Background: an optimization exercise with open tools, aiming at small area, a short achievable clock period and few clock cycles. Do not read the settings as production practice.
In this exercise RTL edits were held to simulation tests only and were not proved equivalent to the original.
Power figures rest on the tool's default switching activity, not on a simulated workload.

==> module reg_file, before the edit <==
module reg_file (
    input  wire        clock,
    input  wire        reset,
    input  wire [4:0]  rd_addr_a,
    input  wire [4:0]  rd_addr_b,
    input  wire        wr_en,
    input  wire [4:0]  wr_addr,
    input  wire [31:0] wr_data,
    output logic [31:0] rd_data_a,
    output logic [31:0] rd_data_b
);
    logic [31:0] regs [1:31];
    logic [31:1] valid;
    always_ff @(posedge clock or posedge reset) begin
        if (reset) begin
            valid <= '0;
        end else if (wr_en && wr_addr != 5'd0) begin
            valid[wr_addr] <= 1'b1;
        end
    end
    always_ff @(posedge clock) begin
        if (wr_en && wr_addr != 5'd0) begin
            regs[wr_addr] <= wr_data;
        end
    end
    logic [31:0] va;
    logic [31:0] vb;
    assign va = {valid, 1'b0};
    assign vb = {valid, 1'b0};
    always_comb begin
        rd_data_a = (rd_addr_a == 5'd0) ? 32'd0 : (regs[rd_addr_a] & {32{va[rd_addr_a]}});
        rd_data_b = (rd_addr_b == 5'd0) ? 32'd0 : (regs[rd_addr_b] & {32{vb[rd_addr_b]}});
    end
endmodule
clock: 7.5 ns
lec_check: 0
abc_clock_period_in_ps: 3000
cap_margin: 20
core_margin: 2
core_utilization: 35
place_density: 0.5
setup_slack_margin: 4
slew_margin: 20
standard.sh (not shown) runs the stock make flow with config.mk's settings and CLKGATE_MAP_FILE= SYNTH_SCRIPT=/design/flow/synth_recipe.tcl, a recipe that flattens the netlist after the stock synthesis.
==> flow/flow/run.sh <==
#!/bin/bash
# Own layout flow: the standard ORFS flow (standard.sh), all steps and the
# standard synthesis, with two changes passed as make variables:
#  - the port buffers start as buf_1 instead of the delay cell buffer_ports
#    picks (repair resizes them where timing needs it);
#  - CTS uses clkbuf_8 only and inserts no dummy loads.
# The make output goes to flow_make.log; each ORFS step logs under orfs/logs/.
set -euo pipefail
bash standard.sh \
  "BUFFER_PORTS_ARGS=-buffer_cell sky130_fd_sc_hd__buf_1" \
  "CTS_ARGS=-sink_clustering_enable -repair_clock_nets -dont_use_dummy_load -buf_list sky130_fd_sc_hd__clkbuf_8" \
  finish > flow_make.log 2>&1
Testbench counts at the start, summed over its fixed seeds: cycles 176,560.
Rerun with:
--- a/flow/design.v
+++ b/flow/design.v
@@ -15,10 +15,12 @@
     logic [31:1] valid;
     always_ff @(posedge clock or posedge reset) begin
         if (reset) begin
             valid <= '0;
-        end else if (wr_en && wr_addr != 5'd0) begin
-            valid[wr_addr] <= 1'b1;
+        end else begin
+            for (int i = 1; i < 32; i++) begin
+                if (wr_en && wr_addr == 5'(i)) valid[i] <= 1'b1;
+            end
         end
     end
     always_ff @(posedge clock) begin
         if (wr_en && wr_addr != 5'd0) begin
The changed run ran to the end with no violations.
Power came out higher by 0.67%.
Final area is about the same.
First-iteration DRC count is lower by 1.1%.
Sequential cell count does not change.
Clock skew fell by 0.039 ns.
Synthesized cell count went up by 0.97%.
Fmax falls by 4.0%.
Testbench counts after the change, summed over its fixed seeds: cycles 176,560.

== red ==
The RTL this note starts from:
==> flow/design.v <==
`timescale 1ns/1ps
`default_nettype none
module reg_file (
    input  wire        clock,
    input  wire        reset,
    input  wire [4:0]  rd_addr_a,
    input  wire [4:0]  rd_addr_b,
    input  wire        wr_en,
    input  wire [4:0]  wr_addr,
    input  wire [31:0] wr_data,
    output logic [31:0] rd_data_a,
    output logic [31:0] rd_data_b
);
    logic [31:0] regs [1:31];
    logic [31:1] valid;
    always_ff @(posedge clock or posedge reset) begin
        if (reset) begin
            valid <= '0;
        end else if (wr_en && wr_addr != 5'd0) begin
            valid[wr_addr] <= 1'b1;
        end
    end
    always_ff @(posedge clock) begin
        if (wr_en && wr_addr != 5'd0) begin
            regs[wr_addr] <= wr_data;
        end
    end
    logic [31:1] sel_a;
    logic [31:1] sel_b;
    always_comb begin
        rd_data_a = 32'd0;
        rd_data_b = 32'd0;
        for (int i = 1; i < 32; i++) begin
            sel_a[i]  = (rd_addr_a == 5'(i)) && valid[i];
            sel_b[i]  = (rd_addr_b == 5'(i)) && valid[i];
            rd_data_a = rd_data_a | (regs[i] & {32{sel_a[i]}});
            rd_data_b = rd_data_b | (regs[i] & {32{sel_b[i]}});
        end
    end
endmodule
`default_nettype wire
`timescale 1ns/1ps
`default_nettype none
module mips_core #(
    parameter [31:0] RESET_PC = 32'h0000_0000
) (
    input  wire         clock,
    input  wire         reset,
    output logic [31:0] pc,
    input  wire  [31:0] inst,
    output logic        mem_read,
    output logic        mem_write,
    output logic [31:0] addr,
    output logic [31:0] din,
    input  wire  [31:0] dout
);
    logic [31:2] pc_q;
    logic [5:0]  opcode;
    logic [5:0]  funct;
    logic [4:0]  rs;
    logic [4:0]  rt;
    logic [4:0]  rd;
    logic [31:0] imm_ext;
    assign opcode  = inst[31:26];
    assign rs      = inst[25:21];
    assign rt      = inst[20:16];
    assign rd      = inst[15:11];
    assign funct   = inst[5:0];
    assign imm_ext = {{16{inst[15]}}, inst[15:0]};
    logic is_rtype, is_add, is_sub, is_and, is_or, is_slt;
    logic is_addi, is_lw, is_sw, is_beq;
    logic d_reg_write;
    logic [4:0] d_dest;
    logic d_use_imm;
    logic d_sub;
    assign is_rtype = (opcode == 6'h00);
    assign is_add   = is_rtype && (funct == 6'h20);
    assign is_sub   = is_rtype && (funct == 6'h22);
    assign is_and   = is_rtype && (funct == 6'h24);
    assign is_or    = is_rtype && (funct == 6'h25);
    assign is_slt   = is_rtype && (funct == 6'h2a);
    assign is_addi  = (opcode == 6'h08);
    assign is_lw    = (opcode == 6'h23);
    assign is_sw    = (opcode == 6'h2b);
    assign is_beq   = (opcode == 6'h04);
    assign d_dest      = is_rtype ? rd : rt;
    assign d_reg_write = (is_add || is_sub || is_and || is_or || is_slt || is_addi || is_lw)
                      && (d_dest != 5'd0);
    assign d_use_imm   = is_addi || is_lw || is_sw;
    assign d_sub       = is_sub || is_slt;
    logic        x_valid;       
    logic        x_reg_write;
    logic        x_lw;
    logic        x_sw;
    logic        x_beq;
    logic        x_pred;        
    logic [4:0]  x_dest;
    logic        x_sub;         
    logic        x_use_imm;     
    logic [1:0]  x_sel;         
    logic [31:0] x_a;
    logic [31:0] x_rt;          
    logic [15:0] x_imm;
    logic [31:2] x_alt_pc;      
    logic [31:0] alu;           
    logic        m_reg_write;
    logic        m_lw;
    logic        m_sw;
    logic [4:0]  m_dest;
    logic [31:0] m_res;
    logic [31:0] m_sd;
    logic [31:0] m_result;      
    assign m_result = m_lw ? dout : m_res;
    logic [31:0] rf_a;
    logic [31:0] rf_b;
    reg_file i_reg_file (
        .clock     (clock),
        .reset     (reset),
        .rd_addr_a (rs),
        .rd_addr_b (rt),
        .wr_en     (m_reg_write),
        .wr_addr   (m_dest),
        .wr_data   (m_result),
        .rd_data_a (rf_a),
        .rd_data_b (rf_b)
    );
    logic        x_wr_live;
    logic        fwd_x_a;
    logic        fwd_x_b;
    logic [31:0] rs_val;
    logic [31:0] rt_val;
    assign x_wr_live = x_valid && x_reg_write;
    assign fwd_x_a   = x_wr_live && x_dest == rs;
    assign fwd_x_b   = x_wr_live && x_dest == rt;
    assign rs_val = fwd_x_a ? alu
                  : (m_reg_write && m_dest == rs) ? m_result : rf_a;
    assign rt_val = fwd_x_b ? alu
                  : (m_reg_write && m_dest == rt) ? m_result : rf_b;
    logic stall;
    assign stall = x_valid && x_lw && x_reg_write && (x_dest == rs || x_dest == rt);
    logic        pred;
    logic [31:2] pc_plus_4;
    logic [31:2] target;
    logic        mispredict;
    assign pred      = is_beq && inst[15] && !stall;
    assign pc_plus_4 = pc_q + 30'd1;
    assign target    = pc_plus_4 + imm_ext[29:0];
    always_ff @(posedge clock or posedge reset) begin
        if (reset) begin
            pc_q <= RESET_PC[31:2];
        end else if (mispredict) begin
            pc_q <= x_alt_pc;
        end else if (!stall) begin
            pc_q <= pred ? target : pc_plus_4;
        end
    end
    assign pc = {pc_q, 2'b00};
    always_ff @(posedge clock or posedge reset) begin
        if (reset) begin
            x_valid <= 1'b0;
        end else begin
            x_valid <= !mispredict && !stall;
        end
    end
    always_ff @(posedge clock) begin
        x_reg_write <= d_reg_write;
        x_lw        <= is_lw;
        x_sw        <= is_sw;
        x_beq       <= is_beq;
        x_pred      <= pred;
        x_dest      <= d_dest;
        x_sub       <= d_sub;
        x_sel       <= is_and ? 2'd1 : is_or ? 2'd2 : is_slt ? 2'd3 : 2'd0;
        x_a         <= rs_val;
        x_use_imm   <= d_use_imm;
        x_rt        <= rt_val;
        x_imm       <= inst[15:0];
        x_alt_pc    <= pred ? pc_plus_4 : target;
    end
    logic [31:0] x_b;           
    logic [31:0] sum;
    logic        lt;
    assign x_b = x_use_imm ? {{16{x_imm[15]}}, x_imm} : (x_rt ^ {32{x_sub}});
    assign sum = x_a + x_b + {31'd0, x_sub};
    assign lt  = (x_a[31] == x_b[31]) ? x_a[31] : sum[31];
    always_comb begin
        case (x_sel)
            2'd1:    alu = x_a & x_b;
            2'd2:    alu = x_a | x_b;
            2'd3:    alu = {31'd0, lt};
            default: alu = sum;
        endcase
    end
    assign mispredict = x_valid && x_beq && ((x_a == x_rt) != x_pred);
    always_ff @(posedge clock or posedge reset) begin
        if (reset) begin
            m_reg_write <= 1'b0;
            m_lw        <= 1'b0;
            m_sw        <= 1'b0;
        end else begin
            m_reg_write <= x_valid && x_reg_write;
            m_lw        <= x_valid && x_lw;
            m_sw        <= x_valid && x_sw;
        end
    end
    always_ff @(posedge clock) begin
        m_dest <= x_dest;
        m_res  <= alu;
        m_sd   <= x_rt;
    end
    assign mem_read  = m_lw;
    assign mem_write = m_sw;
    assign addr      = m_res;
    assign din       = m_sd;
endmodule
`default_nettype wire
clock: 7.5 ns
lec_check: 0
abc_clock_period_in_ps: 3000
cap_margin: 20
core_margin: 2
core_utilization: 30
place_density: 0.45
setup_slack_margin: 4
slew_margin: 20
Scripts as last shown in full above: flow/flow/run.sh
No stage failed in red, and the final checks on the layout all came back clean.
Testbench counts of red, summed over its fixed seeds: cycles 176,560.
The inputs of blue differ from those of red as listed below.
diff --git a/flow/design.v b/flow/design.v
--- a/flow/design.v
+++ b/flow/design.v
@@ -95,13 +95,12 @@
     logic        x_beq;
     logic        x_pred;        
     logic [4:0]  x_dest;
     logic        x_sub;         
-    logic        x_use_imm;     
     logic [1:0]  x_sel;         
     logic [31:0] x_a;
-    logic [31:0] x_rt;          
-    logic [15:0] x_imm;
+    logic [31:0] x_b;           
+    logic [31:0] x_sd;          
     logic [31:2] x_alt_pc;      
     logic [31:0] alu;           
     logic        m_reg_write;
     logic        m_lw;
@@ -171,17 +170,14 @@
         x_dest      <= d_dest;
         x_sub       <= d_sub;
         x_sel       <= is_and ? 2'd1 : is_or ? 2'd2 : is_slt ? 2'd3 : 2'd0;
         x_a         <= rs_val;
-        x_use_imm   <= d_use_imm;
-        x_rt        <= rt_val;
-        x_imm       <= inst[15:0];
+        x_b         <= d_use_imm ? imm_ext : (d_sub ? ~rt_val : rt_val);
+        x_sd        <= rt_val;
         x_alt_pc    <= pred ? pc_plus_4 : target;
     end
-    logic [31:0] x_b;           
     logic [31:0] sum;
     logic        lt;
-    assign x_b = x_use_imm ? {{16{x_imm[15]}}, x_imm} : (x_rt ^ {32{x_sub}});
     assign sum = x_a + x_b + {31'd0, x_sub};
     assign lt  = (x_a[31] == x_b[31]) ? x_a[31] : sum[31];
     always_comb begin
         case (x_sel)
@@ -190,9 +186,9 @@
             2'd3:    alu = {31'd0, lt};
             default: alu = sum;
         endcase
     end
-    assign mispredict = x_valid && x_beq && ((x_a == x_rt) != x_pred);
+    assign mispredict = x_valid && x_beq && ((x_a == x_b) != x_pred);
     always_ff @(posedge clock or posedge reset) begin
         if (reset) begin
             m_reg_write <= 1'b0;
             m_lw        <= 1'b0;
@@ -205,9 +201,9 @@
     end
     always_ff @(posedge clock) begin
         m_dest <= x_dest;
         m_res  <= alu;
-        m_sd   <= x_rt;
+        m_sd   <= x_sd;
     end
     assign mem_read  = m_lw;
     assign mem_write = m_sw;
     assign addr      = m_res;
- Any difference in post-synthesis async set-or-reset flop share between red and blue is small enough to ignore.
- Compared blue vs red, and critical path depth is down in blue.
- Summary of blue over red: number of non-clock buffers rose about 27%; combinational gate power fell about 7%; cell area after synthesis rose 1400 um2; fmax rose about 3.6%; logic gate share of total power fell 1.1 points.
- Looking at die area, blue sits 2.5% higher than red does.
- Of blue and red, blue shows the lower number of buffers and inverters on the critical path, with red above it.
- Against red as the reference, blue delivers a higher count of routing violations after the opening detailed-route iteration.
- The run with more routed wire is blue, not red.
- The capturing element of the worst setup path comes out x_a[11] in one run and x_a[4] in the other, namely in blue and red respectively.
- The time the final worst path needs with I/O delays and setup of blue falls short of that of red by 0.13 ns.
Testbench counts of blue, summed over its fixed seeds: cycles 176,560.

static timing again, ports no longer ideal:
In the flow no input, the clock included, has a driving cell. The finished layouts below were timed again as built, in two steps.
Step 1 (the two cells are an assumption about what drives the block):
set clk [get_ports {clock}]
set_driving_cell -lib_cell sky130_fd_sc_hd__clkbuf_16 $clk
set_driving_cell -lib_cell sky130_fd_sc_hd__buf_2 [delete_from_list [all_inputs] $clk]
Step 2 moves the port delays by t, midway between the first and last clock arrival at a register: inputs arrive t later, outputs are due t later. That takes back most of the time a late clock gives input paths.
a / b / c = ideal / step 1 / step 2; a / b = the first two.
| run | shift t [ns] | slack for setup (ns) | worst setup path at the end | worst slew at a driven data input, ns |
|---|---|---|---|---|
| the first run of note 1 | 1.011 | 3.948 / 3.948 / 3.022 | input to register | 0.10 |
| the second run of note 1 | 0.995 | 3.801 / 3.801 / 3.003 | input to register | 0.06 |
| red | 1.016 | 3.695 / 3.757 / 2.741 | input to register | 0.07 |
| blue | 1.028 | 3.829 / 3.821 / 2.793 | input to register | 0.12 |
After both steps every run listed still meets setup and hold. The setup slack of blue, which loses most, moves by -0.008 ns with the drivers and by -1.036 ns with both steps.
